This is an optimization exercise on Yosys and OpenROAD, whose aim is small area, not a production implementation.
RTL that was checked went through simulation tests only; none was proved equivalent to the original.
Power is estimated from default activity; no workload was simulated. The flow treats the clock pin as an ideal source, which a real chip does not have.

==> flow/design.v (excerpt) <==
module rhd_recorder (
    input  wire                        clk,
    input  wire                        rstn,
    input  wire                        record_start,
    input  wire [4-1:0]  miso,
    output logic                       busy,
    output logic                       done,
    output logic                       cs,
    output logic                       sclk,
    output logic                       mosi,
    output rhd_pkg::channel_t          channel,
    output logic                       sample_valid,
    output rhd_pkg::sample_index_t     sample_index,
    output rhd_pkg::sample_t           sample_data
);
Size in the first run: ~4900 cells after synthesis, about 4100 flip-flops, roughly 43 I/O pins.
==> flow/config.mk <==
export PLATFORM = sky130hd
export DESIGN_NAME = rhd_recorder
export DESIGN_NICKNAME = rhd_recorder
export VERILOG_FILES = /design/flow/design.v
export SDC_FILE = /design/flow/constraint.sdc
export NUM_CORES = 4
export LEC_CHECK = 0
export CAP_MARGIN = 20
export CORE_MARGIN = 2
export CORE_UTILIZATION = 55
export CTS_BUF_LIST = sky130_fd_sc_hd__clkbuf_16
export CTS_CLUSTER_DIAMETER = 70
export CTS_CLUSTER_SIZE = 32
export PLACE_DENSITY = 0.65
export SLEW_MARGIN = 20
==> flow/constraint.sdc <==
create_clock -name core_clock -period 10.0 [get_ports {clk}]
set_input_delay 2.0000 -clock core_clock [delete_from_list [all_inputs] [get_ports {clk}]]
set_output_delay 2.0000 -clock core_clock [all_outputs]
set_load 0.01 [all_outputs]
standard.sh (not shown) runs the stock make flow with config.mk's settings and CLKGATE_MAP_FILE= SYNTH_SCRIPT=/design/flow/synth_recipe.tcl, a recipe that flattens the netlist after the stock synthesis.
==> flow/flow/run.sh <==
#!/bin/bash
# Standard layout with three changes:
#  - synthesis maps logic with an area-only ABC script (flow/abc_area_map.script);
#    everything else in synthesis is the standard script, so the registers are
#    the standard synthesis's;
#  - no dummy loads in the clock tree, larger leaf clusters;
#  - the smallest buffer on the ports.
set -euo pipefail
cd "$(dirname "$0")/.."
rm -rf synth_scripts
cp -r "$FLOW_HOME/scripts" synth_scripts
cp flow/abc_area_map.script synth_scripts/abc_speed.script
bash standard.sh "SCRIPTS_DIR=$PWD/synth_scripts" synth > flow_synth.log 2>&1
bash standard.sh \
  "CTS_ARGS=-sink_clustering_enable -repair_clock_nets -sink_clustering_size 37 -sink_clustering_max_diameter 90 -buf_list sky130_fd_sc_hd__clkbuf_16 -dont_use_dummy_load" \
  "BUFFER_PORTS_ARGS=-buffer_cell sky130_fd_sc_hd__buf_1" \
  finish > flow_make.log 2>&1
==> flow/flow/abc_area_map.script <==
strash
dc2
dch -f
map -a
topo
Change:
==> flow/flow/run.sh (replaced) <==
#!/bin/bash
# Standard layout with two CTS/port-buffer changes: no dummy loads in the
# clock tree, and the smallest buffer on the ports.
set -euo pipefail
cd "$(dirname "$0")/.."
bash standard.sh \
  "CTS_ARGS=-sink_clustering_enable -repair_clock_nets -sink_clustering_size 37 -sink_clustering_max_diameter 70 -buf_list sky130_fd_sc_hd__clkbuf_16 -dont_use_dummy_load" \
  "BUFFER_PORTS_ARGS=-buffer_cell sky130_fd_sc_hd__buf_1" \
  finish > flow_make.log 2>&1
CORE_UTILIZATION = 40   (was 55)
PLACE_DENSITY = default   (was 0.65)
removed: flow/flow/abc_area_map.script
The changed run ran to the end with no violations.
Routed wire length goes up by a few percent.
Cell area climbs by a few percent.
Final cell count is higher by a little under a tenth.
Maximum frequency went up by a little under a tenth.
Core utilization came out lower by 16 points.
Power is higher slightly.
Clock skew came out higher by 0.017 ns.
Area after synthesis is higher slightly.
Count of clock-buffer cells in the layout goes up by 17.

---

Another version of the RTL of rhd_recorder (not shown whole).
For scale: ~4800 cells after synthesis, ~4200 flip-flops, about 0.088 mm² of cells after synthesis.
Settings: LEC_CHECK=0, CAP_MARGIN=20, CORE_MARGIN=2, CORE_UTILIZATION=60, CTS_BUF_LIST=sky130_fd_sc_hd__clkbuf_16, CTS_CLUSTER_DIAMETER=50, CTS_CLUSTER_SIZE=36, PLACE_DENSITY=0.7, SLEW_MARGIN=20; clock period 10.0 ns.
run.sh (not shown) runs the stock make flow with config.mk's settings and CLKGATE_MAP_FILE= SYNTH_SCRIPT=/design/flow/synth_recipe.tcl, a recipe that flattens the netlist after the stock synthesis.
Stock flow here: none of the scripts above is used.
Change:
--- a/flow/config.mk
+++ b/flow/config.mk
@@ -8,8 +8,7 @@
 export CAP_MARGIN = 20
 export CORE_MARGIN = 2
-export CORE_UTILIZATION = 60
+export CORE_UTILIZATION = 40
 export CTS_BUF_LIST = sky130_fd_sc_hd__clkbuf_16
-export CTS_CLUSTER_DIAMETER = 50
-export CTS_CLUSTER_SIZE = 36
-export PLACE_DENSITY = 0.7
+export CTS_CLUSTER_DIAMETER = 70
+export CTS_CLUSTER_SIZE = 32
 export SLEW_MARGIN = 20
Result:
- The changed run completed with no timing, DRC or antenna violations
- via count went down slightly
- synthesized cell count is unchanged
- routed wire length decreases slightly
- sequential cell count does not change
- global-route usage goes down by 5.3 points
- hold slack is about the same
- utilization falls by 23 points
- die area came out higher by well over a third
- cell count went up by roughly a tenth
Change:
--- a/flow/config.mk
+++ b/flow/config.mk
@@ -8,7 +8,8 @@
 export CAP_MARGIN = 20
 export CORE_MARGIN = 2
-export CORE_UTILIZATION = 40
-export CTS_BUF_LIST = sky130_fd_sc_hd__clkbuf_16
-export CTS_CLUSTER_DIAMETER = 70
-export CTS_CLUSTER_SIZE = 32
+export CORE_UTILIZATION = 60
+export CTS_BUF_LIST = sky130_fd_sc_hd__clkbuf_8
+export CTS_CLUSTER_DIAMETER = 40
+export CTS_CLUSTER_SIZE = 22
+export PLACE_DENSITY = 0.7
 export SLEW_MARGIN = 20
After rerunning: Via count grows by a few percent. Die area shrinks by a quarter to a third. Routed wire length grows slightly. Utilization grows by 23 points. Setup slack got worse by 0.27 ns. Non-clock buffer count shrinks by 4.
Change:
==> flow/flow/run.sh (new file) <==
#!/bin/bash
# Standard layout with two CTS/port-buffer changes: no dummy loads in the
# clock tree, and the smallest buffer on the ports.
set -euo pipefail
cd "$(dirname "$0")/.."
bash standard.sh \
  "CTS_ARGS=-sink_clustering_enable -repair_clock_nets -sink_clustering_size 32 -sink_clustering_max_diameter 70 -buf_list sky130_fd_sc_hd__clkbuf_16 -dont_use_dummy_load" \
  "BUFFER_PORTS_ARGS=-buffer_cell sky130_fd_sc_hd__buf_1" \
  finish > flow_make.log 2>&1
==> flow/standard.sh (new file) <==
#!/bin/bash
# synth_recipe.tcl (not shown) runs the flow's synth.tcl, then flattens the netlist and writes it again
# the make line also repeats each setting of config.mk as NAME=value (left out here)
make -C /OpenROAD-flow-scripts/flow DESIGN_CONFIG=/design/flow/config.mk WORK_HOME=/design/flow/orfs CLKGATE_MAP_FILE= SYNTH_SCRIPT=/design/flow/synth_recipe.tcl "${@:-finish}"
==> flow/config.mk (replaced) <==
export PLATFORM = sky130hd
export DESIGN_NAME = rhd_recorder
export DESIGN_NICKNAME = rhd_recorder
export VERILOG_FILES = /design/flow/design.v
export SDC_FILE = /design/flow/constraint.sdc
export NUM_CORES = 4
export LEC_CHECK = 0
export CAP_MARGIN = 20
export CORE_MARGIN = 2
export CORE_UTILIZATION = 40
export CTS_BUF_LIST = sky130_fd_sc_hd__clkbuf_16
export CTS_CLUSTER_DIAMETER = 70
export CTS_CLUSTER_SIZE = 32
export SLEW_MARGIN = 20
removed: flow/run.sh
Effect: The new run produced a clean layout; synthesized area stays the same; wire length drops slightly; synthesized cell count does not change; design area drops slightly; clock skew climbs by 0.031 ns; sequential share of layout area climbs by 1.7 points; total power drops by a little under a tenth; flip-flop and latch count stays the same; worst hold slack is worse by 0.035 ns; core utilization drops by 23 points.
Function was not checked in any run of this note: the RTL went through the layout flow alone.

-- afterwards: timing with drivers on the ports --
How much do the figures lean on ideal ports? The routed layouts below were timed once more, with nothing changed but the port constraints. Step 1 sets driving cells, clkbuf_16 on the clock port and buf_2 on the other inputs (assumed; they add their load-dependent delay and slew). Step 2, shift: input delay + t, output delay - t, t = (earliest + latest rising clock arrival at the registers) / 2. This alone moves slack from input paths to output paths. a / b / c = no drivers / after step 1 / after step 2; a / b = the first two.
run | t, ns | setup slack, ns | worst setup path after step 2 | clock arrival spread, ns | pins driven straight from the clock port
the first run of note 1 | 0.842 | 3.325 / 3.251 / 4.093 | register to output | 0.064 / 0.064 | 1
the second run of note 1 | 0.850 | 3.834 / 3.758 / 4.608 | register to output | 0.099 / 0.099 | 1
the first run of note 2 | 0.879 | 3.210 / 3.133 / 4.011 | register to output | 0.060 / 0.061 | 1
the second run of note 2 | 0.885 | 3.394 / 3.313 / 4.199 | register to output | 0.050 / 0.051 | 1
the third run of note 2 | 1.053 | 3.121 / 3.047 / 4.100 | register to output | 0.082 / 0.082 | 1
the fourth run of note 2 | 0.854 | 3.886 / 3.805 / 4.659 | register to output | 0.120 / 0.120 | 1
After both steps every run listed still meets setup and hold.
